This design comes from an exercise in tuning for small area, a short achievable clock period and few clock cycles per item on the open sky130 flow, not from production work.
No functional check of the RTL was part of any run shown here.
Power and IR drop assume default switching activity.

`flow/config.mk`:
```
export PLATFORM = sky130hd
export DESIGN_NAME = vec_normalize
export DESIGN_NICKNAME = vec_normalize
export VERILOG_FILES = /design/flow/design.v
export SDC_FILE = /design/flow/constraint.sdc
export NUM_CORES = 4
export LEC_CHECK = 0
export CAP_MARGIN = 20
export CORE_MARGIN = 2
export CORE_UTILIZATION = 40
export SLEW_MARGIN = 20
```
`flow/constraint.sdc`:
```
create_clock -name core_clock -period 11.0 [get_ports {clk}]
set_input_delay 2.2000 -clock core_clock [delete_from_list [all_inputs] [get_ports {clk}]]
set_output_delay 2.2000 -clock core_clock [all_outputs]
set_load 0.01 [all_outputs]
```
`flow/design.v`:
```
module vec_normalize (
  input  logic               clk,
  input  logic               rst,
  input  logic               in_valid,
  output logic               in_ready,
  input  logic signed [27:0] real_1,
  input  logic signed [27:0] imag_1,
  input  logic signed [27:0] real_2,
  input  logic signed [27:0] imag_2,
  input  logic signed [55:0] norm_in,
  output logic               out_valid,
  input  logic               out_ready,
  output logic signed [27:0] q_real_1,
  output logic signed [27:0] q_imag_1,
  output logic signed [27:0] q_real_2,
  output logic signed [27:0] q_imag_2,
  output logic               div_zero,
  output logic               sat
);
  function automatic logic [56:0] bk_add(input logic [55:0] a, input logic [55:0] b, input logic ci);
    logic [56:0] g, p;
    logic [55:0] s;
    g = {a & b, ci};
    p = {a ^ b, 1'b0};
    for (int l = 0; l < 6; l++)
      for (int i = 0; i <= 56; i++)
        if (((i + 1) % (2 << l)) == 0 && i >= (1 << l)) begin
          g[i] = g[i] | (p[i] & g[i - (1 << l)]);
          p[i] = p[i] & p[i - (1 << l)];
        end
    for (int l = 5; l >= 0; l--)
      for (int i = 0; i <= 56; i++)
        if (((i + 1) % (2 << l)) == (1 << l) && i >= (2 << l))
          g[i] = g[i] | (p[i] & g[i - (1 << l)]);
    s = a ^ b ^ g[55:0];
    bk_add = {g[56], s};
  endfunction
  logic [1:0]  sidx;       
  logic [1:0]  sidx_n;
  logic [1:0]  ycnt;       
  logic [1:0]  sidx_nx, ycnt_nx;
  logic [26:0] s_a;        
  logic        s_sg;
  logic [45:0] ys, yc;     
  logic        y_sg;
  logic [27:0] xsel;
  logic [45:0] mys, myc;    
  logic [56:0] msum;       
  logic        yok, load;
  logic        itag;       
  assign sidx_n = load ? sidx + 2'd1 : sidx;
  always_comb begin
    case (sidx_n)
      2'd0: xsel = real_1;
      2'd1: xsel = imag_1;
      2'd2: xsel = real_2;
      default: xsel = imag_2;
    endcase
  end
  logic cs1, cs2, cs3, cs4, cs5, cs6, cs7, cs8, cs9, cs10, cs11, cs12, cs13, cs14, cs15, cs16, cs17, cs18, cs19, cs20, cs21, cs22, cs23, cs24, cs25, cs26, cs27, cs28, cs29, cs30, cs31, cs32, cs33, cs34, cs35, cs36, cs37, cs38, cs39, cs40, cs41, cs42, cs43, cs44, cs45, cs46, cs47, cs48, cs49, cs50, cs51, cs52, cs53, cs54, cs55, cs56, cs57, cs58, cs59, cs60, cs61, cs62, cs63, cs64, cs65, cs66, cs67, cs68, cs69, cs70, cs71, cs72, cs73, cs74, cs75, cs76, cs77, cs78, cs79, cs80, cs81, cs82, cs83, cs84, cs85, cs86, cs87, cs88, cs89, cs90, cs91, cs92, cs93, cs94, cs95, cs96, cs97, cs98, cs99, cs100, cs101, cs102, cs103, cs104, cs105, cs106, cs107, cs108, cs109, cs110, cs111, cs112, cs113, cs114, cs115, cs116, cs117, cs118, cs119, cs120, cs121, cs122, cs123, cs124, cs125, cs126, cs127, cs128, cs129, cs130, cs131, cs132, cs133, cs134, cs135, cs136, cs137, cs138, cs139, cs140, cs141, cs142, cs143, cs144, cs145, cs146, cs147, cs148, cs149, cs150, cs151, cs152, cs153, cs154, cs155, cs156, cs157, cs158, cs159, cs160, cs161, cs162, cs163, cs164, cs165, cs166, cs167, cs168, cs169, cs170, cs171, cs172, cs173, cs174, cs175, cs176, cs177, cs178, cs179, cs180, cs181, cs182, cs183, cs184, cs185, cs186, cs187, cs188, cs189, cs190, cs191, cs192, cs193, cs194, cs195, cs196, cs197, cs198, cs199, cs200, cs201, cs202, cs203, cs204, cs205, cs206, cs207, cs208, cs209, cs210, cs211, cs212, cs213, cs214, cs215, cs216, cs217, cs218, cs219, cs220, cs221, cs222, cs223, cs224, cs225, cs226, cs227, cs228, cs229, cs230, cs231, cs232, cs233, cs234, cs235, cs236, cs237, cs238, cs239, cs240, cs241, cs242, cs243, cs244, cs245, cs246, cs247, cs248, cs249, cs250, cs251, cs252, cs253, cs254, cs255, cs256, cs257, cs258, cs259, cs260;
  assign cs1 = s_a[0] ^ s_a[19];
  assign cs2 = s_a[0] & s_a[19];
  assign cs3 = s_a[1] ^ s_a[20];
  assign cs4 = s_a[1] & s_a[20];
  assign cs5 = s_a[2] ^ s_a[21];
  assign cs6 = s_a[2] & s_a[21];
  assign cs7 = s_a[3] ^ s_a[22];
  assign cs8 = s_a[3] & s_a[22];
  assign cs9 = s_a[4] ^ s_a[23];
  assign cs10 = s_a[4] & s_a[23];
  assign cs11 = s_a[5] ^ s_a[24];
  assign cs12 = s_a[5] & s_a[24];
  assign cs13 = s_a[6] ^ s_a[25];
  assign cs14 = s_a[6] & s_a[25];
  assign cs15 = s_a[7] ^ s_a[26];
  assign cs16 = s_a[7] & s_a[26];
  assign cs17 = s_a[11] ^ ~s_a[0];
  assign cs18 = s_a[11] & ~s_a[0];
  assign cs19 = s_a[12] ^ ~s_a[1];
  assign cs20 = s_a[12] & ~s_a[1];
  assign cs21 = s_a[13] ^ ~s_a[2];
  assign cs22 = s_a[13] & ~s_a[2];
  assign cs23 = s_a[14] ^ ~s_a[3];
  assign cs24 = s_a[14] & ~s_a[3];
  assign cs25 = s_a[15] ^ ~s_a[4];
  assign cs26 = s_a[15] & ~s_a[4];
  assign cs27 = s_a[16] ^ ~s_a[5];
  assign cs28 = s_a[16] & ~s_a[5];
  assign cs29 = s_a[17] ^ ~s_a[0] ^ ~s_a[6];
  assign cs30 = (s_a[17] & ~s_a[0]) | (s_a[17] & ~s_a[6]) | (~s_a[0] & ~s_a[6]);
  assign cs31 = ~s_a[8] ^ ~s_a[12];
  assign cs32 = ~s_a[8] & ~s_a[12];
  assign cs33 = s_a[18] ^ ~s_a[1] ^ ~s_a[7];
  assign cs34 = (s_a[18] & ~s_a[1]) | (s_a[18] & ~s_a[7]) | (~s_a[1] & ~s_a[7]);
  assign cs35 = ~s_a[9] ^ ~s_a[13];
  assign cs36 = ~s_a[9] & ~s_a[13];
  assign cs37 = ~s_a[2] ^ ~s_a[8] ^ ~s_a[10];
  assign cs38 = (~s_a[2] & ~s_a[8]) | (~s_a[2] & ~s_a[10]) | (~s_a[8] & ~s_a[10]);
  assign cs39 = ~s_a[14] ^ s_sg ^ cs1;
  assign cs40 = (~s_a[14] & s_sg) | (~s_a[14] & cs1) | (s_sg & cs1);
  assign cs41 = ~s_a[3] ^ ~s_a[9] ^ ~s_a[11];
  assign cs42 = (~s_a[3] & ~s_a[9]) | (~s_a[3] & ~s_a[11]) | (~s_a[9] & ~s_a[11]);
  assign cs43 = ~s_a[15] ^ cs2 ^ cs3;
  assign cs44 = (~s_a[15] & cs2) | (~s_a[15] & cs3) | (cs2 & cs3);
  assign cs45 = ~s_a[4] ^ ~s_a[10] ^ ~s_a[12];
  assign cs46 = (~s_a[4] & ~s_a[10]) | (~s_a[4] & ~s_a[12]) | (~s_a[10] & ~s_a[12]);
  assign cs47 = ~s_a[16] ^ cs4 ^ cs5;
  assign cs48 = (~s_a[16] & cs4) | (~s_a[16] & cs5) | (cs4 & cs5);
  assign cs49 = ~s_a[5] ^ ~s_a[11] ^ ~s_a[13];
  assign cs50 = (~s_a[5] & ~s_a[11]) | (~s_a[5] & ~s_a[13]) | (~s_a[11] & ~s_a[13]);
  assign cs51 = ~s_a[17] ^ cs6 ^ cs7;
  assign cs52 = (~s_a[17] & cs6) | (~s_a[17] & cs7) | (cs6 & cs7);
  assign cs53 = ~s_a[6] ^ ~s_a[12] ^ ~s_a[14];
  assign cs54 = (~s_a[6] & ~s_a[12]) | (~s_a[6] & ~s_a[14]) | (~s_a[12] & ~s_a[14]);
  assign cs55 = ~s_a[18] ^ cs8 ^ cs9;
  assign cs56 = (~s_a[18] & cs8) | (~s_a[18] & cs9) | (cs8 & cs9);
  assign cs57 = ~s_a[7] ^ ~s_a[13] ^ ~s_a[15];
  assign cs58 = (~s_a[7] & ~s_a[13]) | (~s_a[7] & ~s_a[15]) | (~s_a[13] & ~s_a[15]);
  assign cs59 = ~s_a[19] ^ cs10 ^ cs11;
  assign cs60 = (~s_a[19] & cs10) | (~s_a[19] & cs11) | (cs10 & cs11);
  assign cs61 = ~s_a[8] ^ ~s_a[14] ^ ~s_a[16];
  assign cs62 = (~s_a[8] & ~s_a[14]) | (~s_a[8] & ~s_a[16]) | (~s_a[14] & ~s_a[16]);
  assign cs63 = ~s_a[20] ^ cs12 ^ cs13;
  assign cs64 = (~s_a[20] & cs12) | (~s_a[20] & cs13) | (cs12 & cs13);
  assign cs65 = ~s_a[9] ^ ~s_a[15] ^ ~s_a[17];
  assign cs66 = (~s_a[9] & ~s_a[15]) | (~s_a[9] & ~s_a[17]) | (~s_a[15] & ~s_a[17]);
  assign cs67 = ~s_a[21] ^ cs14 ^ cs15;
  assign cs68 = (~s_a[21] & cs14) | (~s_a[21] & cs15) | (cs14 & cs15);
  assign cs69 = s_a[8] ^ ~s_a[10] ^ ~s_a[16];
  assign cs70 = (s_a[8] & ~s_a[10]) | (s_a[8] & ~s_a[16]) | (~s_a[10] & ~s_a[16]);
  assign cs71 = ~s_a[18] ^ ~s_a[22] ^ cs16;
  assign cs72 = (~s_a[18] & ~s_a[22]) | (~s_a[18] & cs16) | (~s_a[22] & cs16);
  assign cs73 = s_a[9] ^ ~s_a[11] ^ ~s_a[17];
  assign cs74 = (s_a[9] & ~s_a[11]) | (s_a[9] & ~s_a[17]) | (~s_a[11] & ~s_a[17]);
  assign cs75 = ~s_a[19] ^ ~s_a[23];
  assign cs76 = ~s_a[19] & ~s_a[23];
  assign cs77 = s_a[10] ^ ~s_a[12] ^ ~s_a[18];
  assign cs78 = (s_a[10] & ~s_a[12]) | (s_a[10] & ~s_a[18]) | (~s_a[12] & ~s_a[18]);
  assign cs79 = ~s_a[20] ^ ~s_a[24];
  assign cs80 = ~s_a[20] & ~s_a[24];
  assign cs81 = s_a[11] ^ ~s_a[13] ^ ~s_a[19];
  assign cs82 = (s_a[11] & ~s_a[13]) | (s_a[11] & ~s_a[19]) | (~s_a[13] & ~s_a[19]);
  assign cs83 = ~s_a[21] ^ ~s_a[25];
  assign cs84 = ~s_a[21] & ~s_a[25];
  assign cs85 = s_a[12] ^ ~s_a[14] ^ ~s_a[20];
  assign cs86 = (s_a[12] & ~s_a[14]) | (s_a[12] & ~s_a[20]) | (~s_a[14] & ~s_a[20]);
  assign cs87 = ~s_a[22] ^ ~s_a[26];
  assign cs88 = ~s_a[22] & ~s_a[26];
  assign cs89 = s_a[13] ^ ~s_a[15] ^ ~s_a[21];
  assign cs90 = (s_a[13] & ~s_a[15]) | (s_a[13] & ~s_a[21]) | (~s_a[15] & ~s_a[21]);
  assign cs91 = ~s_a[23] ^ 1'b1;
  assign cs92 = ~s_a[23] & 1'b1;
  assign cs93 = s_a[14] ^ ~s_a[16] ^ ~s_a[22];
  assign cs94 = (s_a[14] & ~s_a[16]) | (s_a[14] & ~s_a[22]) | (~s_a[16] & ~s_a[22]);
  assign cs95 = ~s_a[24] ^ 1'b1;
  assign cs96 = ~s_a[24] & 1'b1;
  assign cs97 = s_a[15] ^ ~s_a[17] ^ ~s_a[23];
  assign cs98 = (s_a[15] & ~s_a[17]) | (s_a[15] & ~s_a[23]) | (~s_a[17] & ~s_a[23]);
  assign cs99 = ~s_a[25] ^ 1'b1;
  assign cs100 = ~s_a[25] & 1'b1;
  assign cs101 = s_a[16] ^ ~s_a[18] ^ ~s_a[24];
  assign cs102 = (s_a[16] & ~s_a[18]) | (s_a[16] & ~s_a[24]) | (~s_a[18] & ~s_a[24]);
  assign cs103 = ~s_a[26] ^ 1'b1;
  assign cs104 = ~s_a[26] & 1'b1;
  assign cs105 = s_a[17] ^ ~s_a[19];
  assign cs106 = s_a[17] & ~s_a[19];
  assign cs107 = s_a[18] ^ ~s_a[20];
  assign cs108 = s_a[18] & ~s_a[20];
  assign cs109 = s_a[9] ^ ~s_a[0];
  assign cs110 = s_a[9] & ~s_a[0];
  assign cs111 = s_a[10] ^ ~s_a[1];
  assign cs112 = s_a[10] & ~s_a[1];
  assign cs113 = ~s_a[2] ^ ~s_a[6] ^ ~s_sg;
  assign cs114 = (~s_a[2] & ~s_a[6]) | (~s_a[2] & ~s_sg) | (~s_a[6] & ~s_sg);
  assign cs115 = ~s_a[3] ^ ~s_a[7] ^ cs18;
  assign cs116 = (~s_a[3] & ~s_a[7]) | (~s_a[3] & cs18) | (~s_a[7] & cs18);
  assign cs117 = ~s_a[4] ^ ~s_a[8] ^ cs20;
  assign cs118 = (~s_a[4] & ~s_a[8]) | (~s_a[4] & cs20) | (~s_a[8] & cs20);
  assign cs119 = ~s_a[5] ^ ~s_a[9] ^ cs22;
  assign cs120 = (~s_a[5] & ~s_a[9]) | (~s_a[5] & cs22) | (~s_a[9] & cs22);
  assign cs121 = ~s_a[6] ^ ~s_a[10] ^ cs24;
  assign cs122 = (~s_a[6] & ~s_a[10]) | (~s_a[6] & cs24) | (~s_a[10] & cs24);
  assign cs123 = ~s_a[7] ^ ~s_a[11] ^ cs26;
  assign cs124 = (~s_a[7] & ~s_a[11]) | (~s_a[7] & cs26) | (~s_a[11] & cs26);
  assign cs125 = ~s_sg ^ cs28 ^ cs29;
  assign cs126 = (~s_sg & cs28) | (~s_sg & cs29) | (cs28 & cs29);
  assign cs127 = cs30 ^ cs32 ^ cs33;
  assign cs128 = (cs30 & cs32) | (cs30 & cs33) | (cs32 & cs33);
  assign cs129 = cs34 ^ cs36 ^ cs37;
  assign cs130 = (cs34 & cs36) | (cs34 & cs37) | (cs36 & cs37);
  assign cs131 = cs38 ^ cs40 ^ cs41;
  assign cs132 = (cs38 & cs40) | (cs38 & cs41) | (cs40 & cs41);
  assign cs133 = cs42 ^ cs44 ^ cs45;
  assign cs134 = (cs42 & cs44) | (cs42 & cs45) | (cs44 & cs45);
  assign cs135 = cs46 ^ cs48 ^ cs49;
  assign cs136 = (cs46 & cs48) | (cs46 & cs49) | (cs48 & cs49);
  assign cs137 = cs50 ^ cs52 ^ cs53;
  assign cs138 = (cs50 & cs52) | (cs50 & cs53) | (cs52 & cs53);
  assign cs139 = cs54 ^ cs56 ^ cs57;
  assign cs140 = (cs54 & cs56) | (cs54 & cs57) | (cs56 & cs57);
  assign cs141 = cs58 ^ cs60 ^ cs61;
  assign cs142 = (cs58 & cs60) | (cs58 & cs61) | (cs60 & cs61);
  assign cs143 = cs62 ^ cs64 ^ cs65;
  assign cs144 = (cs62 & cs64) | (cs62 & cs65) | (cs64 & cs65);
  assign cs145 = cs66 ^ cs68 ^ cs69;
  assign cs146 = (cs66 & cs68) | (cs66 & cs69) | (cs68 & cs69);
  assign cs147 = cs70 ^ cs72 ^ cs73;
  assign cs148 = (cs70 & cs72) | (cs70 & cs73) | (cs72 & cs73);
  assign cs149 = cs74 ^ cs76 ^ cs77;
  assign cs150 = (cs74 & cs76) | (cs74 & cs77) | (cs76 & cs77);
  assign cs151 = cs78 ^ cs80 ^ cs81;
  assign cs152 = (cs78 & cs80) | (cs78 & cs81) | (cs80 & cs81);
  assign cs153 = cs82 ^ cs84 ^ cs85;
  assign cs154 = (cs82 & cs84) | (cs82 & cs85) | (cs84 & cs85);
  assign cs155 = cs86 ^ cs88 ^ cs89;
  assign cs156 = (cs86 & cs88) | (cs86 & cs89) | (cs88 & cs89);
  assign cs157 = cs90 ^ cs92 ^ cs93;
  assign cs158 = (cs90 & cs92) | (cs90 & cs93) | (cs92 & cs93);
  assign cs159 = cs94 ^ cs96 ^ cs97;
  assign cs160 = (cs94 & cs96) | (cs94 & cs97) | (cs96 & cs97);
  assign cs161 = cs98 ^ cs100 ^ cs101;
  assign cs162 = (cs98 & cs100) | (cs98 & cs101) | (cs100 & cs101);
  assign cs163 = ~s_a[25] ^ cs102 ^ cs104;
  assign cs164 = (~s_a[25] & cs102) | (~s_a[25] & cs104) | (cs102 & cs104);
  assign cs165 = ~s_a[26] ^ 1'b1 ^ cs106;
  assign cs166 = (~s_a[26] & 1'b1) | (~s_a[26] & cs106) | (1'b1 & cs106);
  assign cs167 = s_a[19] ^ ~s_a[21];
  assign cs168 = s_a[19] & ~s_a[21];
  assign cs169 = s_a[20] ^ ~s_a[22];
  assign cs170 = s_a[20] & ~s_a[22];
  assign cs171 = s_a[21] ^ ~s_a[23];
  assign cs172 = s_a[21] & ~s_a[23];
  assign cs173 = s_a[22] ^ ~s_a[24];
  assign cs174 = s_a[22] & ~s_a[24];
  assign cs175 = s_a[23] ^ ~s_a[25];
  assign cs176 = s_a[23] & ~s_a[25];
  assign cs177 = s_a[24] ^ ~s_a[26];
  assign cs178 = s_a[24] & ~s_a[26];
  assign cs179 = s_a[5] ^ ~s_a[0];
  assign cs180 = s_a[5] & ~s_a[0];
  assign cs181 = s_a[6] ^ ~s_a[1];
  assign cs182 = s_a[6] & ~s_a[1];
  assign cs183 = s_a[7] ^ ~s_a[2];
  assign cs184 = s_a[7] & ~s_a[2];
  assign cs185 = s_a[8] ^ ~s_a[3];
  assign cs186 = s_a[8] & ~s_a[3];
  assign cs187 = ~s_a[4] ^ ~s_sg ^ cs109;
  assign cs188 = (~s_a[4] & ~s_sg) | (~s_a[4] & cs109) | (~s_sg & cs109);
  assign cs189 = ~s_a[5] ^ cs110 ^ cs111;
  assign cs190 = (~s_a[5] & cs110) | (~s_a[5] & cs111) | (cs110 & cs111);
  assign cs191 = cs17 ^ cs112 ^ cs113;
  assign cs192 = (cs17 & cs112) | (cs17 & cs113) | (cs112 & cs113);
  assign cs193 = cs19 ^ cs114 ^ cs115;
  assign cs194 = (cs19 & cs114) | (cs19 & cs115) | (cs114 & cs115);
  assign cs195 = cs21 ^ cs116 ^ cs117;
  assign cs196 = (cs21 & cs116) | (cs21 & cs117) | (cs116 & cs117);
  assign cs197 = cs23 ^ cs118 ^ cs119;
  assign cs198 = (cs23 & cs118) | (cs23 & cs119) | (cs118 & cs119);
  assign cs199 = cs25 ^ cs120 ^ cs121;
  assign cs200 = (cs25 & cs120) | (cs25 & cs121) | (cs120 & cs121);
  assign cs201 = cs27 ^ cs122 ^ cs123;
  assign cs202 = (cs27 & cs122) | (cs27 & cs123) | (cs122 & cs123);
  assign cs203 = cs31 ^ cs124 ^ cs125;
  assign cs204 = (cs31 & cs124) | (cs31 & cs125) | (cs124 & cs125);
  assign cs205 = cs35 ^ cs126 ^ cs127;
  assign cs206 = (cs35 & cs126) | (cs35 & cs127) | (cs126 & cs127);
  assign cs207 = cs39 ^ cs128 ^ cs129;
  assign cs208 = (cs39 & cs128) | (cs39 & cs129) | (cs128 & cs129);
  assign cs209 = cs43 ^ cs130 ^ cs131;
  assign cs210 = (cs43 & cs130) | (cs43 & cs131) | (cs130 & cs131);
  assign cs211 = cs47 ^ cs132 ^ cs133;
  assign cs212 = (cs47 & cs132) | (cs47 & cs133) | (cs132 & cs133);
  assign cs213 = cs51 ^ cs134 ^ cs135;
  assign cs214 = (cs51 & cs134) | (cs51 & cs135) | (cs134 & cs135);
  assign cs215 = cs55 ^ cs136 ^ cs137;
  assign cs216 = (cs55 & cs136) | (cs55 & cs137) | (cs136 & cs137);
  assign cs217 = cs59 ^ cs138 ^ cs139;
  assign cs218 = (cs59 & cs138) | (cs59 & cs139) | (cs138 & cs139);
  assign cs219 = cs63 ^ cs140 ^ cs141;
  assign cs220 = (cs63 & cs140) | (cs63 & cs141) | (cs140 & cs141);
  assign cs221 = cs67 ^ cs142 ^ cs143;
  assign cs222 = (cs67 & cs142) | (cs67 & cs143) | (cs142 & cs143);
  assign cs223 = cs71 ^ cs144 ^ cs145;
  assign cs224 = (cs71 & cs144) | (cs71 & cs145) | (cs144 & cs145);
  assign cs225 = cs75 ^ cs146 ^ cs147;
  assign cs226 = (cs75 & cs146) | (cs75 & cs147) | (cs146 & cs147);
  assign cs227 = cs79 ^ cs148 ^ cs149;
  assign cs228 = (cs79 & cs148) | (cs79 & cs149) | (cs148 & cs149);
  assign cs229 = cs83 ^ cs150 ^ cs151;
  assign cs230 = (cs83 & cs150) | (cs83 & cs151) | (cs150 & cs151);
  assign cs231 = cs87 ^ cs152 ^ cs153;
  assign cs232 = (cs87 & cs152) | (cs87 & cs153) | (cs152 & cs153);
  assign cs233 = cs91 ^ cs154 ^ cs155;
  assign cs234 = (cs91 & cs154) | (cs91 & cs155) | (cs154 & cs155);
  assign cs235 = cs95 ^ cs156 ^ cs157;
  assign cs236 = (cs95 & cs156) | (cs95 & cs157) | (cs156 & cs157);
  assign cs237 = cs99 ^ cs158 ^ cs159;
  assign cs238 = (cs99 & cs158) | (cs99 & cs159) | (cs158 & cs159);
  assign cs239 = cs103 ^ cs160 ^ cs161;
  assign cs240 = (cs103 & cs160) | (cs103 & cs161) | (cs160 & cs161);
  assign cs241 = cs105 ^ cs162 ^ cs163;
  assign cs242 = (cs105 & cs162) | (cs105 & cs163) | (cs162 & cs163);
  assign cs243 = cs107 ^ cs164 ^ cs165;
  assign cs244 = (cs107 & cs164) | (cs107 & cs165) | (cs164 & cs165);
  assign cs245 = cs108 ^ cs166 ^ cs167;
  assign cs246 = (cs108 & cs166) | (cs108 & cs167) | (cs166 & cs167);
  assign cs247 = 1'b1 ^ cs168 ^ cs169;
  assign cs248 = (1'b1 & cs168) | (1'b1 & cs169) | (cs168 & cs169);
  assign cs249 = 1'b1 ^ cs170 ^ cs171;
  assign cs250 = (1'b1 & cs170) | (1'b1 & cs171) | (cs170 & cs171);
  assign cs251 = 1'b1 ^ cs172 ^ cs173;
  assign cs252 = (1'b1 & cs172) | (1'b1 & cs173) | (cs172 & cs173);
  assign cs253 = 1'b1 ^ cs174 ^ cs175;
  assign cs254 = (1'b1 & cs174) | (1'b1 & cs175) | (cs174 & cs175);
  assign cs255 = 1'b1 ^ cs176 ^ cs177;
  assign cs256 = (1'b1 & cs176) | (1'b1 & cs177) | (cs176 & cs177);
  assign cs257 = s_a[25] ^ cs178;
  assign cs258 = s_a[25] & cs178;
  assign cs259 = s_a[26] ^ 1'b1;
  assign cs260 = s_a[26] & 1'b1;
  assign mys = {cs258, cs256, cs254, cs252, cs250, cs248, cs246, cs244, cs242, cs240, cs238, cs236, cs234, cs232, cs230, cs228, cs226, cs224, cs222, cs220, cs218, cs216, cs214, cs212, cs210, cs208, cs206, cs204, cs202, cs200, cs198, cs196, cs194, cs192, cs190, cs188, cs186, cs184, cs182, cs180, ~s_sg, s_a[4], s_a[3], s_a[2], s_a[1], s_a[0]};
  assign myc = {cs259, cs257, cs255, cs253, cs251, cs249, cs247, cs245, cs243, cs241, cs239, cs237, cs235, cs233, cs231, cs229, cs227, cs225, cs223, cs221, cs219, cs217, cs215, cs213, cs211, cs209, cs207, cs205, cs203, cs201, cs199, cs197, cs195, cs193, cs191, cs189, cs187, cs185, cs183, cs181, cs179, 1'b0, 1'b0, 1'b0, 1'b0, s_sg};
  assign msum = bk_add({10'd0, ys}, {10'd0, yc}, 1'b0);
  assign yok = ycnt[1];    
  always_comb begin
    sidx_nx = sidx_n;
    if (load & (sidx == 2'd3)) ycnt_nx = 2'd0;       
    else if (load)             ycnt_nx = 2'd1;       
    else if (!in_valid)        ycnt_nx = 2'd0;
    else if (!ycnt[1])         ycnt_nx = ycnt + 2'd1;
    else                       ycnt_nx = ycnt;
  end
  always_ff @(posedge clk) begin
    s_a  <= xsel[26:0] ^ {27{xsel[27]}};
    s_sg <= xsel[27];
    ys   <= mys;
    yc   <= myc;
    y_sg <= s_sg;
    if (rst) begin
      sidx <= '0;
      ycnt <= '0;
      itag <= 1'b0;
    end else begin
      sidx <= sidx_nx;
      ycnt <= ycnt_nx;
      if (load & (sidx == 2'd3)) itag <= ~itag;
    end
  end
  logic [5:0]  nmsb_in;    
  logic        big_in, dz_in;
  logic [63:0]  lzv;
  logic [383:0] lzi;
  always_comb begin
    lzv = {10'd0, norm_in[53:0]};
    lzi = '0;
    for (int lv = 0; lv < 6; lv++)
      for (int i = 0; i < (64 >> (lv + 1)); i++) begin
        lzi[6*i +: 6] = lzv[2*i+1] ? (lzi[6*(2*i+1) +: 6] | 6'(1 << lv)) : lzi[6*(2*i) +: 6];
        lzv[i] = lzv[2*i+1] | lzv[2*i];
      end
    nmsb_in = lzi[5:0];
  end
  assign dz_in  = norm_in[55] | (norm_in == '0);
  assign big_in = dz_in | norm_in[54];
  logic [1:0]        run, fin, ld, free, xfer, last, satd;
  logic [1:0][4:0]   j;          
  logic [1:0][52:0]  r;          
  logic [1:0][8:0]   l;          
  logic [1:0][15:0]  qp;         
  logic [1:0]        c_sg, c_sat;
  logic [1:0][1:0]   cidx;       
  logic [1:0][53:0]  t, d;
  logic [1:0]        ge, z3, z8, sk3, sk8;
  logic [1:0][15:0]  qp_n;
  logic [1:0][53:0]  nrm;        
  logic [1:0][5:0]   nmsb;       
  logic [1:0]        big, dz, ctag;
  logic [1:0][54:0]  sm;         
  logic [1:0]        wv, wsg, wsat, wdz, wbw, wtag;
  logic              otag;       
  logic [1:0][15:0]  wq;
  logic [1:0][1:0]   widx;
  logic [1:0][16:0]  wdat;
  logic              ov, ov_nx, otag_nx, irdy;
  logic [1:0]        run_nx, fin_nx, wv_nx, wtag_nx, free_nx;
  logic [1:0][4:0]   j_nx;
  for (genvar u = 0; u < 2; u++) begin : g_div
    logic [56:0] dsum;
    logic [15:0] mag;
    assign t[u] = {r[u], l[u][8]};
    assign dsum = {3'd0, t[u]} - {3'd0, nrm[u]};
    assign d[u] = dsum[53:0];
    assign ge[u] = ~dsum[55] & ~big[u];    
    always_comb begin
      sm[u][54] = big[u];
      for (int i = 0; i < 54; i++) sm[u][i] = big[u] | (6'(i) <= nmsb[u]);
    end
    always_comb begin
      z3[u] = 1'b1;
      z8[u] = 1'b1;
      for (int i = 0; i < 53; i++) begin
        if (i + 4 <= 54) begin
          if (r[u][i] & ~sm[u][i+4]) z3[u] = 1'b0;
        end else if (r[u][i]) z3[u] = 1'b0;
        if (i + 9 <= 54) begin
          if (r[u][i] & ~sm[u][i+9]) z8[u] = 1'b0;
        end else if (r[u][i]) z8[u] = 1'b0;
      end
    end
    assign sk8[u]  = (j[u] >= 5'd8) & z8[u];
    assign sk3[u]  = ~sk8[u] & (j[u] >= 5'd3) & z3[u];
    assign last[u] = run[u] & (j[u] == 5'd0);
    assign satd[u] = run[u] & ~sk8[u] & ~sk3[u] & (j[u] == 5'd16) & ge[u];
    assign wbw[u]  = wv[u] & ~ov & (wtag[u] == otag);
    assign xfer[u] = (last[u] | fin[u]) & (~wv[u] | wbw[u]);
    assign free[u] = (~run[u] & ~fin[u]) | xfer[u];
    always_comb begin
      qp_n[u] = qp[u];
      if (run[u]) begin
        if (sk8[u])      qp_n[u] = {qp[u][7:0], 8'd0};
        else if (sk3[u]) qp_n[u] = {qp[u][12:0], 3'd0};
        else             qp_n[u] = {qp[u][14:0], ge[u]};
      end
    end
    assign mag = wsat[u] ? 16'hffff : wq[u];
    assign wdat[u] = wsg[u] ? 17'(-{1'b0, mag}) : {1'b0, mag};
    always_comb begin
      if (ld[u])       j_nx[u] = 5'd16;
      else if (sk8[u]) j_nx[u] = j[u] - 5'd8;
      else if (sk3[u]) j_nx[u] = j[u] - 5'd3;
      else             j_nx[u] = j[u] - 5'd1;
      if (rst) begin
        run_nx[u] = 1'b0;
        fin_nx[u] = 1'b0;
        wv_nx[u]  = 1'b0;
      end else begin
        wv_nx[u]  = xfer[u] | (wv[u] & ~wbw[u]);
        run_nx[u] = ld[u] | (run[u] & ~last[u] & ~satd[u]);
        fin_nx[u] = ~ld[u] & (satd[u] | ((fin[u] | last[u]) & ~xfer[u]));
      end
      wtag_nx[u] = xfer[u] ? ctag[u] : wtag[u];
      free_nx[u] = (~run_nx[u] & ~fin_nx[u]) |
                   (((run_nx[u] & (j_nx[u] == 5'd0)) | fin_nx[u]) &
                    (~wv_nx[u] | (~ov_nx & (wtag_nx[u] == otag_nx))));
    end
    always_ff @(posedge clk) begin
      j[u] <= j_nx[u];
      if (ld[u]) begin
        r[u] <= {7'd0, msum[45:9]};
        l[u] <= msum[8:0];
      end else if (sk8[u]) begin
        r[u] <= {r[u][44:0], l[u][8:1]};
        l[u] <= {l[u][0], 8'd0};
      end else if (sk3[u]) begin
        r[u] <= {r[u][49:0], l[u][8:6]};
        l[u] <= {l[u][5:0], 3'd0};
      end else begin
        r[u] <= ge[u] ? d[u][52:0] : t[u][52:0];
        l[u] <= {l[u][7:0], 1'b0};
      end
      qp[u] <= qp_n[u];
      if (satd[u]) c_sat[u] <= 1'b1;
      if (ld[u]) begin
        c_sg[u]  <= y_sg;
        c_sat[u] <= 1'b0;
        cidx[u]  <= sidx;
        ctag[u]  <= itag;
        nrm[u]   <= norm_in[53:0];
        nmsb[u]  <= nmsb_in;
        big[u]   <= big_in;
        dz[u]    <= dz_in;
      end
      if (xfer[u]) begin
        wq[u]   <= qp_n[u];
        wsg[u]  <= c_sg[u];
        wsat[u] <= c_sat[u];
        wdz[u]  <= dz[u];
        widx[u] <= cidx[u];
      end
      wtag[u] <= wtag_nx[u];
      run[u]  <= run_nx[u];
      fin[u]  <= fin_nx[u];
      wv[u]   <= wv_nx[u];
    end
  end
  assign ld[0] = yok & free[0];
  assign ld[1] = yok & ~free[0] & free[1];
  assign load  = ld[0] | ld[1];
  always_ff @(posedge clk)
    irdy <= ~rst & (sidx_nx == 2'd3) & ycnt_nx[1] & (free_nx[0] | free_nx[1]);
  assign in_ready = irdy;
  logic [3:0][16:0] ob;
  logic [2:0]       wcnt;       
  logic [2:0]       wcnt_n;
  logic             osat, odz;
  assign wcnt_n = wcnt + {2'd0, wbw[0]} + {2'd0, wbw[1]};
  always_ff @(posedge clk) begin
    for (int k = 0; k < 4; k++) begin
      if (wbw[0] & (widx[0] == 2'(k)))      ob[k] <= wdat[0];
      else if (wbw[1] & (widx[1] == 2'(k))) ob[k] <= wdat[1];
    end
    if (wbw[0] | wbw[1]) begin
      odz  <= wbw[0] ? wdz[0] : wdz[1];
      osat <= ((wcnt != 3'd0) & osat) | (wbw[0] & wsat[0]) | (wbw[1] & wsat[1]);
    end
    if (rst) begin
      wcnt <= '0;
    end else if (ov) begin
      if (out_ready) wcnt <= '0;
    end else begin
      wcnt <= wcnt_n;
    end
    ov   <= ov_nx;
    otag <= otag_nx;
  end
  always_comb begin
    if (rst) begin
      ov_nx   = 1'b0;
      otag_nx = 1'b0;
    end else if (ov) begin
      ov_nx   = ~out_ready;
      otag_nx = otag ^ out_ready;
    end else begin
      ov_nx   = wcnt_n[2];
      otag_nx = otag;
    end
  end
  assign out_valid = ov;
  assign q_real_1  = {{11{ob[0][16]}}, ob[0]};
  assign q_imag_1  = {{11{ob[1][16]}}, ob[1]};
  assign q_real_2  = {{11{ob[2][16]}}, ob[2]};
  assign q_imag_2  = {{11{ob[3][16]}}, ob[3]};
  assign div_zero  = odz;
  assign sat       = osat;
endmodule
```
`flow/flow/run.sh`:
```
#!/bin/bash
# The standard flow, with its timing repair aimed at a period well below the
# clock's and plain buffers on the ports; make's output goes to standard.log,
# each ORFS step's to its own log under orfs/logs.
bash standard.sh SETUP_SLACK_MARGIN=7.5 TNS_END_PERCENT=100 CORE_UTILIZATION=40 \
  "BUFFER_PORTS_ARGS=-buffer_cell sky130_fd_sc_hd__buf_2" finish > standard.log 2>&1
```
`flow/standard.sh`:
```
#!/bin/bash
# synth_recipe.tcl (not shown) runs the flow's synth.tcl, then flattens the netlist and writes it again
# the make line also repeats each setting of config.mk as NAME=value (left out here)
make -C /OpenROAD-flow-scripts/flow DESIGN_CONFIG=/design/flow/config.mk WORK_HOME=/design/flow/orfs CLKGATE_MAP_FILE= SYNTH_SCRIPT=/design/flow/synth_recipe.tcl "${@:-finish}"
```
==> flow_summary.toml, run 1 <==
[place]
gp_congestion = 0.945
post-place-ws_ps = 6040
dpl_cell_area_sq_um = 38000
port_buffers = 287
dp_hpwl_mm = 95.1
placed_cells = 5145

[outcome]
status = "finished clean"

[grt]
antenna_found_initial = 9
grt_pass1_vias = 30900
grt_pass1_wl_mm = 196
grt.overflow.total = 0
track_usage = 0.282
grt_max_degree = 90

[route]
first_iter_violations = 3485
post_drt_wl_per_cell_um = 25.1
route.vias.total = 33000
first_pass_iters = 6
drcViolationCount = 0
drt-total-wl_mm = 138
viasPerCell = 6.02
ant_nets = 0

[sta]
tightest_slew_ps = 973
hold_viol_final = 0
slew_headroom = 0.352
layout_min_cycle_time_ps = 3800
fin_setup_tns_ps = 0
worst_slack_ps = 7200
max_clock_freq_mhz = 263
slew_violations = 0
min_period_over_period = 0.345
rsz0062_at_grt = "yes"
fin_skew_ps = 33.4
final-setup-viol-count = 0
whs_ps = 417

[critical_path]
crit_type = "reg2reg"
reg2reg_to = "r[98]"
path_max_fanout = 6
rrSetupSlack_ps = 7200
reg2reg_from = "nrm[54]"
cp-start-kind = "register"
reg2regPathDepth = 16
critical_path_required_ps = 11580
worstPathArrival_ps = 4380
startpoint = "nrm[54]"
cp-end-kind = "register"

[logic_synthesis]
netlist_instances = 3896
synth_cell_types = 92
synth_seq_cells = 547
syn_avg_cell_area_sq_um = 9.21
ys_async_sr_fraction = 0
synth_nets = 4379
ys_seq_area_frac = 0.373
yosysWarnings = 1
synth_ff_type = "dfxtp_1"
synth-edff-count = 244
syn_area_sq_um = 35900

[floorplan]
row_count = 109
dieArea_sq_um = 92100
core-area_sq_um = 88600
io_pins = 288
die_x_um = 304
die_y_um = 304
start_util = 0.405

[clocking]
clkSinkCount = 547
cts_buffers = 60
clk_pin_slew_ps = 60
postCtsHoldBufs = 0
cts_tree = "yes"
htreeDepth = 2
worstSkewPairLatency_ps = 650
clockRootBuffer = "clkbuf_16"
clock_path_buffers = 3

[worst_hold_path]
holdPathStages = 0
hp-start = "cidx[0]"
hold_end = "widx[0]"
hold_path_class = "reg2reg"

[finish]
fin_cells = 5484
layout-drive-gt1-share = 0.252
finish.utilization = 0.511
nets = 4742
finalInstanceArea_sq_um = 45300
syn_to_final_growth_pct = 26.2

[power]
leakage_nw = 19.4
finalPower_mw = 12.6
powerDensity_nw_per_um2 = 279
vdd_ir_drop_max_v = 0.000177

[flow_run]
drv_cap = 0
==> worst max path at each step <==
stage,to,slack (ps)
5_1_grt,r[33],7100
6_report,r[98],7200
3_3_place_gp,irdy,6030
3_5_place_dp,irdy,6040
2_1_floorplan,nmsb[0],7390
4_1_cts,irdy,7330
==> worst max-delay path, stage by stage, from the launching register on <==
cell	delay (ps)
edfxtp_1	420
ha_4	200
fa_2	410
nor2b_2	140
o31a_1	220
o41ai_4	130
o21ai_4	210
a41oi_4	220
o211ai_2	230
o211a_4	230
or2_4	210
buf_4	130
buf_6	130
nor2_4	50
a2111oi_0	530
mux2i_1	170
nand2_1	120
==> cells by family (layout without fill, tap and decap cells) <==
group           after synthesis  after routing  share of synthesized area
fa+ha+maj                   315            315                      0.132
flops                       547            547                      0.373
xor+xnor                    159            159                     0.0388
mux                         136            137                     0.0485
buf+inv                     557            965                     0.0658
compound gates             1135           1136                      0.205
simple gates               1047           1052                      0.136
other cells                   0              8                          0
==> flip-flops by register name, summed over array words and instances (netlist names), 3 cells and up <==
register	cells
cidx	4
j	10
l	18
nmsb	12
nrm	108
ob	68
qp	32
r	106
s_a	27
wcnt	3
widx	4
wq	32
yc	42
ys	46
==> metal layers <==
layer	track usage	wire length, um
met3	0.0508	14100
met5	0	12
met1	0.363	54000
met2	0.451	60900
met4	0.148	8810
==> repair_timing <==
action,CTS,global route
setup endpoints to repair,411,356
gates resized for setup,370,320
setup buffers,114,63
pin swaps,91,144
gates cloned,22,18
==> cells in the final DEF, fill, tap and decap left out, drive strengths merged, types with 20 or more instances in the layout <==
cell type,netlist,layout
nor4,23,23
edfxtp,244,244
xor2,77,77
nor2,349,349
clkinv,0,22
nand2,274,274
nand3,85,85
or2,20,20
nand2b,33,33
mux2i,85,85
a211oi,65,65
or3,17,20
o31ai,27,27
xnor2,82,82
a311oi,21,21
buf,128,507
ha,204,204
a21oi,321,322
a21o,109,109
o21a,23,23
clkbuf,103,92
o21ai,229,229
dfxtp,303,303
nand4,42,42
o22ai,31,31
mux4,28,29
inv,326,331
and3,26,26
a31oi,49,49
mux2,23,23
o211ai,55,55
nor2b,41,41
nor3,73,73
fa,107,107
==> cells in the mapped netlist, drive strengths merged (26+ instances only) <==
cell type,count,area [sq um]
a21oi,321,1610
dfxtp,303,6070
nand4,42,263
a211oi,65,488
buf,128,749
nand2,274,1030
o22ai,31,194
edfxtp,244,7330
o21ai,229,1160
ha,204,2550
mux2i,85,851
inv,326,1220
nor2,349,1310
nor3,73,365
clkbuf,103,387
a21o,109,818
xor2,77,674
o211ai,55,418
nor2b,41,257
o31ai,27,203
nand2b,33,206
a31oi,49,307
and3,26,163
mux4,28,631
nand3,85,425
fa,107,2140
xnor2,82,718
==> where the power goes <==
part | total, mW | switching (mW) | internal [mW]
registers | 3.63 | 0.945 | 2.68
logic | 6.93 | 3.91 | 3.02
clock network | 2.07 | 0.889 | 1.18
total | 12.6 | 5.74 | 6.88
==> area by class of cell <==
| type | instances | area [sq um] |
|---|---|---|
| multi-input combinational | 2799 | 22300 |
| inverter | 326 | 1240 |
| fill | 8110 | 43400 |
| clock buffer | 76 | 1670 |
| sequential | 547 | 13500 |
| timing repair buffer | 525 | 4740 |
| antenna | 8 | 20.0 |
| tap | 1165 | 1460 |
| clock inverter | 38 | 355 |
==> run 2, diff against run 1 <==
==> flow/flow/run.sh (replaced) <==
#!/bin/bash
# The standard flow, with its timing repair aimed at a period well below the
# clock's and plain buffers on the ports; make's output goes to standard.log,
# each ORFS step's to its own log under orfs/logs.
bash standard.sh SETUP_SLACK_MARGIN=7.0 TNS_END_PERCENT=100 CORE_UTILIZATION=40 \
  "BUFFER_PORTS_ARGS=-buffer_cell sky130_fd_sc_hd__buf_2" finish > standard.log 2>&1
==> run 2 against run 1 <==
Compared with the run above: global-route usage decreased by 1.3 points; sequential cell count stayed put; area after synthesis stayed put; register-to-register slack got worse by 210 ps; core utilization shrank 4.2 points; clock power grew 14%; highest routed layer unchanged; largest power group unchanged; die area unchanged.
==> flow_summary.toml, run 2 <==
[power]
p_switching_mw = 5.31
cell_internal_pwr_mw = 6.54
vdd_ir_drop_max_v = 0.000158
p_seq_frac = 0.298
pwr-share-comb = 0.504
leakage_nw = 18.0
p_sw_frac = 0.448
powerDensity_nw_per_um2 = 285
p_clk_frac = 0.198

[critical_path]
path_max_fanout = 6
crit_type = "in2reg"
cp-start-kind = "input pin"
crit_buf_inv = 1
critPathTopFamily = "simple AND/OR/NAND/NOR gates"
rrSetupSlack_ps = 6990
critPathSlowestCell = "nor4_1"
cp-end-kind = "register"
slowest_delay_ps = 540
worstPathArrival_ps = 4360
critical_path_required_ps = 11350
path_cells = "buf_2, nor4_1, and3_1, o221ai_1, a32oi_1"

[floorplan]
dieArea_sq_um = 92100
io_pins = 288
start_util = 0.405
die_x_um = 304
core-area_sq_um = 88600
row_count = 109
die_y_um = 304

[route]
post_drt_wl_per_cell_um = 23.9
route.vias.total = 31700
ant_nets = 0
first_pass_iters = 7
drcViolationCount = 0
first_iter_violations = 3388
viasPerCell = 5.93
drt-total-wl_mm = 128

[place]
port_buffers = 287
dp_hpwl_mm = 94.0
gp_congestion = 0.953

[logic_synthesis]
synth_cell_types = 92
synth_most_common_cell = "nor2_1"
synth-edff-count = 244
synth_ff_type = "dfxtp_1"
synth_area_leaders = "edfxtp_1 (20%), dfxtp_1 (17%), ha_1 (7.1%)"
netlist_instances = 3896
yosys.area.top_type_share = 0.204
ys_seq_area_frac = 0.373
yosys.area.top_type = "edfxtp_1"
yosysWarnings = 1
synth_seq_cells = 547
netlist_top_cells_count = "nor2_1 (349), inv_1 (322), a21oi_1 (321)"
syn_area_sq_um = 35900
syn_avg_cell_area_sq_um = 9.21
ys_async_sr_fraction = 0
synth_nets = 4379

[clocking]
htreeDepth = 3
cts_tree = "yes"
worstSkewPairLatency_ps = 620
clock_path_buffers = 3
cts_buffers = 66
clk_pin_slew_ps = 60
clkSinkCount = 547
clockRootBuffer = "clkbuf_16"

[grt]
grt_max_degree = 95
grt_pass1_wl_mm = 187
track_usage = 0.269
grt_pass1_vias = 29600
antenna_found_initial = 13
grt.overflow.total = 0

[flow_run]
drv_cap = 0

[sta]
hold_viol_final = 0
slew_headroom = 0.245
slew_violations = 0
fin_setup_tns_ps = 0
final-setup-viol-count = 0
min_period_over_period = 0.364
max_clock_freq_mhz = 249
fin_skew_ps = 26.0
layout_min_cycle_time_ps = 4010
rsz0062_at_grt = "yes"
tightest_slew_ps = 1130

[finish]
finish.utilization = 0.469
final_common_cell = "nor2_1"
regMostFlops = "nrm"
final_cell_mix = "nor2_1 (344), inv_1 (321), a21oi_1 (314), buf_2 (287), dfxtp_1 (283)"
nets = 4608
largest_reg_flops = 108
top_regs = "nrm: 108 flops, r: 106 flops, ob: 68 flops"
syn_to_final_growth_pct = 15.9
layout-drive-gt1-share = 0.164

[worst_hold_path]
hold_path_class = "reg2reg"

[outcome]
status = "finished clean"
==> run 2: metal layers <==
metal	GRT usage	wire length, um
met1	0.354	52900
met2	0.431	57500
met3	0.0430	10400
met4	0.133	6950
met5	0	103
==> run 2: area by class of cell <==
cell class / instances / area [sq um]
Inverter: 326 / 1230
Clock buffer: 85 / 1880
Fill cell: 8488 / 47100
Tap cell: 1165 / 1460
Timing Repair Buffer: 385 / 2430
Multi-Input combinational cell: 2799 / 20700
Clock inverter: 35 / 454
Sequential cell: 547 / 13400
Antenna cell: 3 / 7.51
==> run 2: power groups by stage <==
| stage | Combinational (mW) | Clock [mW] | Sequential (mW) |
|---|---|---|---|
| after global routing | 6.55 | 2.45 | 3.56 |
| after CTS | 5.77 | 2.38 | 3.48 |
| after global placement | 5.53 | 0 | 3.53 |
| after floorplan | 3.81 | 0 | 3.08 |
| after detailed placement | 5.58 | 0 | 3.52 |
| final | 5.98 | 2.35 | 3.53 |
==> run 2: cells by family (layout without fill, tap and decap cells) <==
logic type               count (synthesis)  in the layout  synth area share
other                                    0              3                 0
AND/OR/NAND/NOR                       1047           1053             0.136
adder cells (fa/ha/maj)                315            315             0.132
XOR/XNOR                               159            159            0.0388
multiplexers                           136            137            0.0485
buffers and inverters                  557            831            0.0658
flip-flops                             547            547             0.373
AO/OA/AOI/OAI                         1135           1135             0.205
==> run 2: worst register-to-register path: cells and delay by family, from the launching register on <==
family | cells | cell delay (ps)
flip-flops | 1 | 510
AND/OR/NAND/NOR | 5 | 1720
buffers and inverters | 1 | 250
AO/OA/AOI/OAI | 5 | 1450
==> run 2: per-stage QoR <==
stage	setup slack, ps	area, sq um	total power, mW	std cells	hold slack (ps)
after floorplan	7040	35900	6.90	3896	355
after global placement	6040	37900	9.06	5146	403
after detailed placement	5930	37900	9.10	5146	407
after CTS	6850	41000	11.6	5315	425
after global routing	6840	41600	12.6	5342	439
final	6990	41600	11.9	5345	420
==> run 2: timing repair <==
item,in CTS,in global routing
pin swaps,9,19
setup buffers,44,21
endpoints found under the setup margin,233,163
hold buffers,0,0
endpoints found under the hold margin,0,0
gates cloned,5,6
gates resized for setup,67,72
==> run 2: path summary, 6_finish.rpt <==
check / startpoint / end / cells after the start
max: norm_in[21] / nmsb[6] / 5
min: cidx[2] / widx[2] / 0
max reg2reg: nmsb[1] / irdy / 11
min reg2reg: cidx[2] / widx[2] / 0
==> run 3, diff against run 2 <==
==> flow/flow/run.sh (replaced) <==
#!/bin/bash
# The standard flow, with its timing repair aimed at a period well below the
# clock's and plain buffers on the ports; make's output goes to standard.log,
# each ORFS step's to its own log under orfs/logs.
bash standard.sh SETUP_SLACK_MARGIN=7.25 TNS_END_PERCENT=100 CORE_UTILIZATION=40 \
  "BUFFER_PORTS_ARGS=-buffer_cell sky130_fd_sc_hd__buf_2" finish > standard.log 2>&1
==> run 3 against run 2 <==
Compared with the run above: still clean on timing, DRC and antenna; sequential share of layout area decreased by 0.81 points; total power increased by 2.1%; combinational power increased by 6.4%; first-iteration DRC count decreased by 13%; synthesized cell count unchanged.
==> flow_summary.toml, run 3 <==
[outcome]
status = "finished clean"

[logic_synthesis]
ys_seq_area_frac = 0.373
yosys.area.top_type = "edfxtp_1"
synth-edff-count = 244
yosys.area.top_type_share = 0.204
netlist_instances = 3896
yosysWarnings = 1
synth_ff_type = "dfxtp_1"
netlist_top_cells_count = "nor2_1 (349), inv_1 (322), a21oi_1 (321)"
synth_seq_cells = 547
synth_area_leaders = "edfxtp_1 (20%), dfxtp_1 (17%), ha_1 (7.1%)"
syn_avg_cell_area_sq_um = 9.21
synth_most_common_cell = "nor2_1"
ys_async_sr_fraction = 0
syn_area_sq_um = 35900
synth_cell_types = 92
synth_nets = 4379

[sta]
max_clock_freq_mhz = 262
slew_headroom = 0.150
layout_min_cycle_time_ps = 3820
tightest_slew_ps = 1260
whs_ps = 418
rsz0062_at_grt = "yes"
hold_viol_final = 0
min_period_over_period = 0.347
final-setup-viol-count = 0
fin_setup_tns_ps = 0
slew_violations = 0
fin_skew_ps = 27.8

[critical_path]
rrSetupSlack_ps = 7180
crit_type = "reg2reg"
cp-end-kind = "register"
worstPathArrival_ps = 4400
critical_path_required_ps = 11580
cp-start-kind = "register"
critPathTopFamily = "simple AND/OR/NAND/NOR gates"
slowest_delay_ps = 600
path_cells = "buf_6, nand2_2, a222oi_1, o2bb2ai_1, a211oi_2, o211ai_1, or4b_4, or2_1, and3_1, o41ai_2, nor4b_4, a22oi_1, a31oi_1"
reg2reg_to = "irdy"
crit_buf_inv = 1
startpoint = "nmsb[0]"
critPathSlowestCell = "or4b_4"
reg2reg_from = "nmsb[0]"
path_max_fanout = 12
reg2regPathDepth = 13

[place]
port_buffers = 287
gp_congestion = 0.990
dp_hpwl_mm = 94.3
placed_cells = 5151

[route]
ant_nets = 0
first_pass_iters = 8
route.vias.total = 32000
drt-total-wl_mm = 130
viasPerCell = 5.94
first_iter_violations = 2947
drcViolationCount = 0
post_drt_wl_per_cell_um = 24.1

[finish]
regMostFlops = "nrm"
ff_latch_area_sq_um = 13500
nets = 4645
largest_reg_flops = 108
final_common_cell = "nor2_1"
fin_cells = 5385
fillers = 8446
final_cell_mix = "nor2_1 (336), inv_1 (314), a21oi_1 (310), buf_2 (288), nand2_1 (265)"
syn_to_final_growth_pct = 19.3
multi_input_area_sq_um = 21400
top_regs = "nrm: 108 flops, r: 106 flops, ob: 68 flops"
layout-drive-gt1-share = 0.201

[clocking]
clkSinkCount = 547
clk_pin_slew_ps = 60
cts_buffers = 61
clockRootBuffer = "clkbuf_16"
worstSkewPairLatency_ps = 650
cts_tree = "yes"
htreeDepth = 2
clock_path_buffers = 3
postCtsHoldBufs = 0

[worst_hold_path]
holdPathStages = 0
hp-start = "cidx[3]"
hold_end = "widx[3]"
hold_path_class = "reg2reg"

[flow_run]
drv_cap = 0

[grt]
track_usage = 0.269
antenna_found_initial = 9
grt_pass1_vias = 30000
grt.overflow.total = 0
grt_max_degree = 92
grt_pass1_wl_mm = 188

[power]
finalPower_mw = 12.1
leakage_nw = 18.4
vdd_ir_drop_max_v = 0.000155
powerDensity_nw_per_um2 = 283

[floorplan]
die_y_um = 304
dieArea_sq_um = 92100
start_util = 0.405
io_pins = 288
row_count = 109
core-area_sq_um = 88600
die_x_um = 304
## run 3: area by class of cell
cell class | count | area share
Inverter | 326 | 0.0290
Tap cell | 1165 | 0.0341
Timing Repair Buffer | 429 | 0.0726
Clock inverter | 32 | 0.00760
Antenna cell | 5 | 0.000292
Clock buffer | 84 | 0.0423
Multi-Input combinational cell | 2797 | 0.500
Sequential cell | 547 | 0.315
## run 3: worst max-delay path by stage
stage / slack [ps] / to / cells past startpoint
2_1_floorplan: 7310 / nmsb[10] / 5
3_3_place_gp: 5970 / irdy / 12
3_5_place_dp: 5990 / irdy / 13
4_1_cts: 7030 / irdy / 13
5_1_grt: 7090 / irdy / 14
6_report: 7180 / irdy / 13
## run 3: power breakdown
group | total (mW) | switching (mW) | internal [mW]
combinational | 6.36 | 3.64 | 2.72
sequential | 3.60 | 0.919 | 2.68
clock | 2.15 | 0.897 | 1.25
## run 3: cell families after synthesis
group                      Yosys count  synth area share
muxes                              136            0.0485
adders and majority gates          315             0.132
DFF                                547             0.373
xor gates and xnor gates           159            0.0388
and+or+nand+nor                   1047             0.136
AOI/OAI and AO/OA                 1135             0.205
buffers and inverters              557            0.0658
## run 3: timing repair
| action | CTS | global route |
|---|---|---|
| gates resized for setup | 175 | 174 |
| buffers inserted | 58 | 36 |
| cloned | 11 | 8 |
| pin swaps | 34 | 57 |
| hold endpoints to repair | 0 | 0 |
| setup endpoints to repair | 312 | 202 |
## run 3: through the flow
stage	worst slack (ps)	instance area (sq um)	utilization
after global placement	5970	38000	0.428
final	7180	42800	0.483
after floorplan	7310	35900	-
after detailed placement	5990	38000	0.428
after global routing	7090	42800	0.483
after CTS	7030	41600	0.469
## run 3: metal layers
layer,up-vias,routed length [um],GRT usage
li1,14600,-,-
met1,15300,52800,0.351
met2,1674,57500,0.433
met3,360,11000,0.0413
met4,6,8210,0.141
met5,-,42,0
==> run 4, diff against run 3 <==
==> flow/flow/run.sh (replaced) <==
#!/bin/bash
# The standard flow, with its timing repair aimed at a period well below the
# clock's and plain buffers on the ports; make's output goes to standard.log,
# each ORFS step's to its own log under orfs/logs.
bash standard.sh SETUP_SLACK_MARGIN=7.75 TNS_END_PERCENT=100 CORE_UTILIZATION=40 \
  "BUFFER_PORTS_ARGS=-buffer_cell sky130_fd_sc_hd__buf_2" finish > standard.log 2>&1
==> run 4 against run 3 <==
Compared with the run above: via count up 6.7%; critical endpoint is now r[100]; fmax is 0.17% higher; first-iteration DRC count is 32% higher; clock-buffer cell count is 4 higher; sequential share of layout area fell by 3.3 points; wire length increased by 10%; total power up 9.1%; final area is 12% higher; highest routed layer unchanged; combinational power rose by 17%; non-clock buffer count rose by 212.
==> flow_summary.toml, run 4 <==
[outcome]
status = "finished clean"

[logic_synthesis]
synth_area_leaders = "edfxtp_1 (20%), dfxtp_1 (17%), ha_1 (7.1%)"
syn_area_sq_um = 35900
netlist_top_cells_count = "nor2_1 (349), inv_1 (322), a21oi_1 (321)"
netlist_instances = 3896
yosys.area.top_type_share = 0.204
synth_nets = 4379
synth_cell_types = 92
synth-edff-count = 244
yosysWarnings = 1
ys_async_sr_fraction = 0
syn_avg_cell_area_sq_um = 9.21
synth_seq_cells = 547
yosys.area.top_type = "edfxtp_1"
synth_most_common_cell = "nor2_1"
synth_ff_type = "dfxtp_1"
ys_seq_area_frac = 0.373

[floorplan]
core-area_sq_um = 88600
row_count = 109
io_pins = 288
dieArea_sq_um = 92100
die_x_um = 304
start_util = 0.405
die_y_um = 304

[flow_run]
drv_cap = 0

[route]
drt-total-wl_mm = 143
first_iter_violations = 3904
drcViolationCount = 0
viasPerCell = 6.10
ant_nets = 0
first_pass_iters = 9
post_drt_wl_per_cell_um = 25.5
route.vias.total = 34200

[critical_path]
rrSetupSlack_ps = 7190
crit_cells = 18
reg2reg_from = "nrm[54]"
reg2regPathDepth = 18
slowest_delay_ps = 420
worstPathArrival_ps = 4340
critical_path_required_ps = 11530
startpoint = "nrm[54]"
path_cells = "ha_4, fa_2, nor2b_4, o31a_1, o41ai_4, buf_4, o21ai_4, a41oi_4, o211ai_4, o211a_4, buf_12, nor2_4, buf_12, buf_6, buf_16, or3_1, mux2i_1, nor2_1"
critPathSlowestCell = "edfxtp_1"
path_max_fanout = 7
crit_buf_inv = 5
reg2reg_to = "r[100]"
critPathTopFamily = "compound AO/OA/AOI/OAI gates"
cp-start-kind = "register"
endpoint = "r[100]"
cp-end-kind = "register"
crit_type = "reg2reg"
path_common_cell = "buf_12"

[sta]
max_clock_freq_mhz = 262
tightest_slew_ps = 1210
min_period_over_period = 0.346
worst_slack_ps = 7190
slew_headroom = 0.186
fin_setup_tns_ps = 0
fin_skew_ps = 47.3
final-setup-viol-count = 0
hold_viol_final = 0
whs_ps = 417
slew_violations = 0
layout_min_cycle_time_ps = 3810
rsz0062_at_grt = "yes"

[place]
gp_congestion = 1.00
post-place-ws_ps = 6190
port_buffers = 287
dp_hpwl_mm = 94.0
placed_cells = 5144
dpl_cell_area_sq_um = 38100

[power]
powerDensity_nw_per_um2 = 276
vdd_ir_drop_max_v = 0.000187
p_seq_frac = 0.275
p_clk_frac = 0.163
finalPower_mw = 13.2
pwr-share-comb = 0.563
leakage_nw = 20.5
p_sw_frac = 0.453
p_switching_mw = 5.98
cell_internal_pwr_mw = 7.23

[grt]
grt_pass1_wl_mm = 204
antenna_found_initial = 8
grt.overflow.total = 0
grt_max_degree = 62
track_usage = 0.293
grt_pass1_vias = 32300

[clocking]
clock_path_buffers = 3
clockRootBuffer = "clkbuf_16"
cts_tree = "yes"
worstSkewPairLatency_ps = 660
htreeDepth = 2
postCtsHoldBufs = 0
clk_pin_slew_ps = 70
clkSinkCount = 547
cts_buffers = 61

[finish]
final_cell_mix = "inv_1 (313), nor2_1 (312), a21oi_1 (272), dfxtp_1 (249), edfxtp_1 (244)"
regMostFlops = "nrm"
fillers = 7730
fin_cells = 5603
top_regs = "nrm: 108 flops, r: 106 flops, ob: 68 flops"
syn_to_final_growth_pct = 33.3
layout-drive-gt1-share = 0.297
largest_reg_flops = 108
finish.utilization = 0.540
final_common_cell = "inv_1"
finalInstanceArea_sq_um = 47800
nets = 4864

[worst_hold_path]
hold_path_class = "reg2reg"
-- run 4: power by group through the flow --
stage,Sequential [mW],Combinational (mW),Clock [mW]
CTS,3.52,6.89,2.16
global route,3.63,7.95,2.24
global placement,3.52,5.62,0
detailed placement,3.52,5.66,0
finish,3.63,7.43,2.15
floorplan,3.09,3.87,0
-- run 4: worst min path at each step --
stage,startpoint,endpoint,slack [ps],cells after the start
CTS,cidx[2],widx[2],420,0
finish,cidx[2],widx[2],420,0
global route,c_sg[1],wsg[1],430,0
floorplan,s_a[0],ys[0],350,0
global placement,cidx[3],widx[3],400,0
detailed placement,cidx[2],widx[2],400,0
-- run 4: area by class of cell --
cell class / instances / area (sq um) / share of cell area
multi-input cells: 2803 / 23300 / 0.486
flip-flops and latches: 547 / 13500 / 0.282
repair buffers: 641 / 6250 / 0.131
clock buffers: 88 / 1790 / 0.0374
well taps: 1165 / 1460 / 0.0305
inverters: 326 / 1270 / 0.0265
clock inverters: 27 / 319 / 0.00667
diodes: 5 / 12.5 / 0.000262
repair inverters: 1 / 11.3 / 0.000235
-- run 4: what timing repair did --
item	in CTS	in global routing
pin swaps	202	169
endpoints found under the setup margin	512	445
buffers inserted	201	83
gates resized for setup	608	359
gates cloned	42	13
-- run 4: worst reg2reg max path: cells and delay by family, from the launching register on --
| family | cells | cell delay, ps |
|---|---|---|
| compound gates | 6 | 1230 |
| buf+inv | 5 | 710 |
| fa+ha+maj | 2 | 610 |
| simple gates | 4 | 570 |
| flops | 1 | 420 |
| mux | 1 | 150 |
-- run 4: layer usage --
layer / track usage / share of wire
met1: 0.378 / 0.38
met2: 0.465 / 0.44
met3: 0.0589 / 0.11
met5: 0 / 0.00026
met4: 0.158 / 0.066
-- run 4: cell families after synthesis --
| group | share of synthesized area |
|---|---|
| xor+xnor | 0.0388 |
| buf+inv | 0.0658 |
| mux | 0.0485 |
| flops | 0.373 |
| compound gates | 0.205 |
| fa+ha+maj | 0.132 |
| simple gates | 0.136 |
==> run 5, diff against run 4 <==
--- a/flow/design.v
+++ b/flow/design.v
@@ -348,6 +348,8 @@
   end
   logic [5:0]  nmsb_in;    
   logic        big_in, dz_in;
+  logic [5:0]  nmsb_q;
+  logic        big_q, dz_q;
   logic [63:0]  lzv;
   logic [383:0] lzi;
   always_comb begin
@@ -362,6 +364,11 @@
   end
   assign dz_in  = norm_in[55] | (norm_in == '0);
   assign big_in = dz_in | norm_in[54];
+  always_ff @(posedge clk) begin
+    nmsb_q <= nmsb_in;
+    big_q  <= big_in;
+    dz_q   <= dz_in;
+  end
   logic [1:0]        run, fin, ld, free, xfer, last, satd;
   logic [1:0][4:0]   j;          
   logic [1:0][52:0]  r;          
@@ -466,9 +473,9 @@
         cidx[u]  <= sidx;
         ctag[u]  <= itag;
         nrm[u]   <= norm_in[53:0];
-        nmsb[u]  <= nmsb_in;
-        big[u]   <= big_in;
-        dz[u]    <= dz_in;
+        nmsb[u]  <= nmsb_q;
+        big[u]   <= big_q;
+        dz[u]    <= dz_q;
       end
       if (xfer[u]) begin
         wq[u]   <= qp_n[u];
==> flow/flow/run.sh (replaced) <==
#!/bin/bash
# The standard flow, with its timing repair aimed at a period well below the
# clock's and plain buffers on the ports; make's output goes to standard.log,
# each ORFS step's to its own log under orfs/logs.
bash standard.sh SETUP_SLACK_MARGIN=7.25 TNS_END_PERCENT=100 CORE_UTILIZATION=55 CTS_CLUSTER_SIZE=30 CTS_CLUSTER_DIAMETER=60 \
  "BUFFER_PORTS_ARGS=-buffer_cell sky130_fd_sc_hd__buf_2" finish > standard.log 2>&1
==> run 5 against run 4 <==
Compared with the run above: still clean; total power down 9.3%; sequential share of layout area up 4.2 points; sequential power about the same; worst setup slack worse by 48 ps; critical path depth down 4; clock-buffer cell count down 35; die area down 26%; non-clock buffer count down 206; critical endpoint is now irdy; highest routed layer unchanged.
==> flow_summary.toml, run 5 <==
[grt]
grt.overflow.total = 0
track_usage = 0.379
antenna_found_initial = 5
grt_max_degree = 91
grt_pass1_vias = 30600
grt_pass1_wl_mm = 193

[floorplan]
die_y_um = 261
dieArea_sq_um = 68000
start_util = 0.554
row_count = 94
die_x_um = 261
core-area_sq_um = 65500
io_pins = 288

[clocking]
cts_buffers = 49
clock_path_buffers = 3
htreeDepth = 2
clk_pin_slew_ps = 80
clockRootBuffer = "clkbuf_16"
clkSinkCount = 555
cts_tree = "yes"
worstSkewPairLatency_ps = 640
postCtsHoldBufs = 0

[logic_synthesis]
synth_seq_cells = 555
yosys.area.top_type = "edfxtp_1"
synth_ff_type = "dfxtp_1"
synth_area_leaders = "edfxtp_1 (20%), dfxtp_1 (17%), ha_1 (7.0%)"
synth_cell_types = 90
syn_avg_cell_area_sq_um = 9.11
synth-edff-count = 244
ys_async_sr_fraction = 0
syn_area_sq_um = 36300
synth_nets = 4464
yosysWarnings = 1
ys_seq_area_frac = 0.374
netlist_instances = 3981
yosys.area.top_type_share = 0.202
netlist_top_cells_count = "nand2_1 (372), nor2_1 (329), inv_1 (325)"
synth_most_common_cell = "nand2_1"

[finish]
layout-drive-gt1-share = 0.176
ff_latch_area_sq_um = 13600
finish.utilization = 0.641
fillers = 5528
final_cell_mix = "nand2_1 (364), inv_1 (322), nor2_1 (316), buf_2 (287), dfxtp_1 (286)"
syn_to_final_growth_pct = 15.7
largest_reg_flops = 108
regMostFlops = "nrm"
final_common_cell = "nand2_1"
multi_input_area_sq_um = 21100
top_regs = "nrm: 108 flops, r: 106 flops, ob: 68 flops"
nets = 4714

[place]
port_buffers = 287
gp_congestion = 1.05
dp_hpwl_mm = 95.9

[route]
ant_nets = 0
viasPerCell = 6.48
drcViolationCount = 0
drt-total-wl_mm = 134
post_drt_wl_per_cell_um = 26.1
first_pass_iters = 12
first_iter_violations = 4815
route.vias.total = 33300

[critical_path]
crit_type = "reg2reg"
path_max_fanout = 23
cp-start-kind = "register"
critical_path_required_ps = 11560
cp-end-kind = "register"
worstPathArrival_ps = 4410

[sta]
fin_skew_ps = 30.6
rsz0062_at_grt = "yes"
min_period_over_period = 0.351
layout_min_cycle_time_ps = 3860
max_clock_freq_mhz = 259
tightest_slew_ps = 1150
whs_ps = 424
slew_headroom = 0.224
final-setup-viol-count = 0
fin_setup_tns_ps = 0
hold_viol_final = 0
slew_violations = 0

[worst_hold_path]
hold_path_class = "reg2reg"

[power]
powerDensity_nw_per_um2 = 285
vdd_ir_drop_max_v = 0.000265
leakage_nw = 18.2
finalPower_mw = 12.0

[outcome]
status = "finished clean"

[flow_run]
drv_cap = 0
run 5: cell count changes after synthesis, moves of 17 or more:
cell	delta
nor2_1	-20
nand3_1	+24
nand2_1	+99
and3_1	+17
clkbuf_1	+36
mux2i_1	-17
a211oi_1	-38
a311o_1	+26
a21oi_1	-34
run 5: worst max-delay path: stages (launching register included):
cell and delay, ps:
edfxtp_1 500, buf_4 190, buf_4 190, o21ai_0 110, a221oi_1 260, o21ai_0 130
nor4_1 370, nand4_1 360, nor2_4 250, buf_12 230, xnor2_1 110, or3_1 430
a21boi_1 240, a31oi_2 190, a31oi_1 220
run 5: cell families (layout without fill, tap and decap cells):
| kind of cell | Yosys count | after routing | synth area share |
|---|---|---|---|
| other | 0 | 6 | 0 |
| adder cells (fa/ha/maj) | 311 | 311 | 0.129 |
| flip-flops | 555 | 555 | 0.374 |
| multiplexers | 122 | 123 | 0.0443 |
| AO/OA/AOI/OAI | 1120 | 1122 | 0.203 |
| buffers and inverters | 571 | 855 | 0.0664 |
| XOR/XNOR | 159 | 159 | 0.0384 |
| AND/OR/NAND/NOR | 1143 | 1147 | 0.145 |
run 5: repair_timing:
action	4_1_cts	5_1_grt
gates resized for setup	124	111
setup endpoints to repair	368	224
buffers inserted	63	41
gates cloned	10	9
pin swaps	25	25
run 5: path summary, 6_finish.rpt:
path | from | to | slack (ps) | depth (start not counted)
worst min-delay path | cidx[0] | widx[0] | 420 | 0
worst max-delay path | nmsb[4] | irdy | 7140 | 14
worst min register to register | cidx[0] | widx[0] | 420 | 0
worst max register to register | nmsb[4] | irdy | 7140 | 14
run 5: layout make-up:
type / instances / share of cell area
repair inverters: 1 / 0.000268
inverters: 327 / 0.0300
multi-input cells: 2862 / 0.503
clock buffers: 53 / 0.0306
flip-flops and latches: 555 / 0.324
well taps: 864 / 0.0258
clock inverters: 39 / 0.0127
diodes: 6 / 0.000358
repair buffers: 435 / 0.0732
run 5: metal layers:
metal | up-vias | GRT usage | routed length (um)
li1 | 14900 | - | -
met1 | 15900 | 0.531 | 54900
met2 | 2045 | 0.560 | 56800
met3 | 487 | 0.0831 | 15300
met4 | 4 | 0.170 | 7330
met5 | - | 0 | 23
run 5: stage by stage:
step	cell area, sq um	std cells	setup slack (ps)
2_1_floorplan	36300	3981	7270
3_3_place_gp	38000	4921	6030
3_5_place_dp	38000	4921	5890
4_1_cts	41000	5086	7030
5_1_grt	42000	5137	7080
6_report	42000	5142	7140
run 5: report_power, final:
part / internal, mW / total, mW / switching (mW)
clock network: 0.936 / 1.94 / 1.00
registers: 2.71 / 3.60 / 0.892
logic: 2.66 / 6.44 / 3.79
total: 6.30 / 12.0 / 5.68

Check on run 5: ideal ports give 7.142 ns setup slack; a clkbuf_16 on the clock port and buf_2 on the inputs give 7.142 ns; moving port delays by the midpoint clock arrival (0.694 ns) as well gives 6.578 ns.
